This is an optimization exercise on Yosys and OpenROAD, whose aim is small area, a short achievable clock period and few clock cycles per item, not a production implementation. In this exercise RTL edits were held to simulation tests only and were not proved equivalent to the original. Power figures rest on the tool's default switching activity, not on a simulated workload.

Design multi_module_liveness_watchdog_core, start of the top module:
module multi_module_liveness_watchdog_core
(
    input  logic        clk,
    input  logic        rst_n,
    input  logic        item_valid,
    output logic        item_stall,
    input  logic        command,
    input  logic [1:0]  module_req,
    input  logic [31:0] now_ms,
    output logic        result_valid,
    input  logic        result_stall,
    output logic        reboot,
    output logic [1:0]  reboot_module,
    output logic [2:0]  error_mask,
    output logic [1:0]  remembered_failure,
    input  logic        cfg_valid,
    output logic        cfg_ready,
    input  logic [1:0]  cfg_index,
    input  logic [31:0] cfg_data
);
For scale: about 2600 cells after synthesis, roughly 85 I/O pins.
clock: 7.0 ns
lec_check: 0
abc_area: 1
cap_margin: 20
core_margin: 2
core_utilization: 40
cts_cluster_diameter: 60
cts_cluster_size: 30
setup_slack_margin: 4.55
slew_margin: 20
tns_end_percent: 100
standard.sh (not shown) runs the stock make flow with config.mk's settings and CLKGATE_MAP_FILE= SYNTH_SCRIPT=/design/flow/synth_recipe.tcl, a recipe that flattens the netlist after the stock synthesis.
==> flow/flow/run.sh <==
#!/bin/bash
# The standard layout (the standard.sh), with clock tree synthesis options
# of our own (no dummy loads for balancing, larger sink clusters) and the
# smallest buffer on each port; repair resizes port buffers where timing needs.
export CTS_ARGS="-sink_clustering_enable -repair_clock_nets -sink_clustering_size 30 -sink_clustering_max_diameter 90 -dont_use_dummy_load"
export BUFFER_PORTS_ARGS="-buffer_cell sky130_fd_sc_hd__buf_1"
bash standard.sh > standard.log 2>&1
The first run went through all stages and came out clean.
Testbench counts at the start, summed over its fixed seeds: cycles 12,035, items 12,000.
Change:
==> flow/flow/run.sh (replaced) <==
#!/bin/bash
# The standard layout (the standard.sh), with clock tree synthesis options
# of our own (no dummy loads for balancing, larger sink clusters) and the
# smallest buffer on each port; repair resizes port buffers where timing needs.
export CTS_ARGS="-sink_clustering_enable -repair_clock_nets -sink_clustering_size 40 -sink_clustering_max_diameter 80 -dont_use_dummy_load"
export BUFFER_PORTS_ARGS="-buffer_cell sky130_fd_sc_hd__buf_1"
bash standard.sh > standard.log 2>&1
Settings changed: CORE_UTILIZATION 40 to 60, PLACE_DENSITY set to 0.7, SETUP_SLACK_MARGIN 4.55 to 4.5.
Result: The changed run ran to the end with no violations; clock skew goes down by 0.0052 ns; count of clock-buffer cells in the layout goes up by 2; area after synthesis stays the same; cell area goes down by 1.1%; via count goes up by 0.98%; worst setup slack got worse by 0.014 ns; die area goes down by 33%; wire length goes down by 3.6%; power goes up by 1.2%; fmax goes down by 0.54%; final cell count goes down by 6.9%.


multi_module_liveness_watchdog_core again, from the RTL that the note above started with.
==> flow/config.mk <==
export PLATFORM = sky130hd
export DESIGN_NAME = multi_module_liveness_watchdog_core
export DESIGN_NICKNAME = multi_module_liveness_watchdog_core
export VERILOG_FILES = /design/flow/design.v
export SDC_FILE = /design/flow/constraint.sdc
export NUM_CORES = 4
export LEC_CHECK = 0
export ABC_AREA = 1
export CAP_MARGIN = 20
export CORE_MARGIN = 2
export CORE_UTILIZATION = 40
export CTS_CLUSTER_DIAMETER = 60
export CTS_CLUSTER_SIZE = 30
export SETUP_SLACK_MARGIN = 4.5
export SLEW_MARGIN = 20
export TNS_END_PERCENT = 100
==> flow/constraint.sdc <==
create_clock -name core_clock -period 7.0 [get_ports {clk}]
set_input_delay 1.4000 -clock core_clock [delete_from_list [all_inputs] [get_ports {clk}]]
set_output_delay 1.4000 -clock core_clock [all_outputs]
set_load 0.01 [all_outputs]
run.sh (not shown) runs the stock make flow with config.mk's settings and CLKGATE_MAP_FILE= SYNTH_SCRIPT=/design/flow/synth_recipe.tcl, a recipe that flattens the netlist after the stock synthesis.
Stock flow here: none of the scripts above is used.
Testbench counts at the start, summed over its fixed seeds: cycles 12,035, items 12,000.
Next try:
==> flow/flow/run.sh (new file) <==
#!/bin/bash
# The standard layout (the standard.sh), with clock tree synthesis options
# of our own (no dummy loads for balancing, larger sink clusters) and the
# smallest buffer on each port; repair resizes port buffers where timing needs.
export CTS_ARGS="-sink_clustering_enable -repair_clock_nets -sink_clustering_size 30 -sink_clustering_max_diameter 110 -dont_use_dummy_load"
export BUFFER_PORTS_ARGS="-buffer_cell sky130_fd_sc_hd__buf_1"
bash standard.sh > standard.log 2>&1
==> flow/standard.sh (new file) <==
#!/bin/bash
# synth_recipe.tcl (not shown) runs the flow's synth.tcl, then flattens the netlist and writes it again
# the make line also repeats each setting of config.mk as NAME=value (left out here)
make -C /OpenROAD-flow-scripts/flow DESIGN_CONFIG=/design/flow/config.mk WORK_HOME=/design/flow/orfs CLKGATE_MAP_FILE= SYNTH_SCRIPT=/design/flow/synth_recipe.tcl "${@:-finish}"
removed: flow/run.sh
=> Wire length rises by 0.33%. Sequential share of layout area rises by 2.3 points. Critical path depth stays the same.
Next try:
==> flow/flow/run.sh (replaced) <==
#!/bin/bash
# The standard layout (the standard.sh), with clock tree synthesis options
# of our own: no dummy loads for balancing, larger sink clusters.
export CTS_ARGS="-sink_clustering_enable -repair_clock_nets -sink_clustering_size 40 -sink_clustering_max_diameter 80 -dont_use_dummy_load"
bash standard.sh > standard.log 2>&1
=>
- synthesized cell count is unchanged
- power went up by 3.9%
- first-iteration DRC count came out lower by about 3%
- cell area goes up by 2.8%
- fmax fell by about 2%
- hold slack got worse by 9.4 ps
- non-clock buffer count drops by 1
- wire length came out lower by 1.2%
Next try:
==> flow/flow/run.sh (replaced) <==
#!/bin/bash
# The standard layout (the standard.sh), with clock tree synthesis options
# of our own (no dummy loads for balancing, larger sink clusters) and the
# smallest buffer on each port; repair resizes port buffers where timing needs.
export CTS_ARGS="-sink_clustering_enable -repair_clock_nets -sink_clustering_size 40 -sink_clustering_max_diameter 80 -dont_use_dummy_load -num_static_layers 0 -distance_between_buffers 400 -branching_point_buffers_distance 400"
export BUFFER_PORTS_ARGS="-buffer_cell sky130_fd_sc_hd__buf_1"
bash standard.sh > standard.log 2>&1
Result: Via count goes up by about 0.8%; critical path depth does not change; routed wire length goes up by 0.95%; synthesized area stays the same; design area goes down by about 1.7%; die area does not change.

[re-timing with driven ports]
The results above use ideal ports. As a check the final layouts listed here were re-extracted and re-timed, cells and wires unchanged.
Step 1 sets driving cells, clkbuf_16 on the clock port and buf_2 on the other inputs (assumed; they add their load-dependent delay and slew).
Step 2 times the ports against the registers' clock, not the clock port: input delays grow and output delays shrink by t, the midpoint of the rising clock arrivals with the driver on.
Three values: ideal, step 1, step 2; two values: the first two.
run	t (ns)	slack for setup (ns)	hold WS [ns]	latest minus earliest clock arrival (ns)
the first run of note 1	0.611	4.487 / 4.431 / 4.034	0.488 / 0.488 / 0.488	0.051 / 0.051
the second run of note 1	0.612	4.473 / 4.441 / 4.016	0.490 / 0.490 / 0.490	0.050 / 0.050
the first run of note 2	0.631	4.496 / 4.437 / 4.062	0.485 / 0.485 / 0.485	0.030 / 0.030
the second run of note 2	0.595	4.516 / 4.457 / 4.064	0.494 / 0.494 / 0.494	0.048 / 0.048
the third run of note 2	0.637	4.466 / 4.407 / 4.017	0.484 / 0.484 / 0.484	0.038 / 0.038
the fourth run of note 2	0.629	4.487 / 4.428 / 4.057	0.484 / 0.484 / 0.484	0.061 / 0.061
After both steps every run listed still meets setup and hold. For the second run of note 1, which loses most, drivers alone change the setup slack by -0.032 ns; drivers and shift together by -0.457 ns.
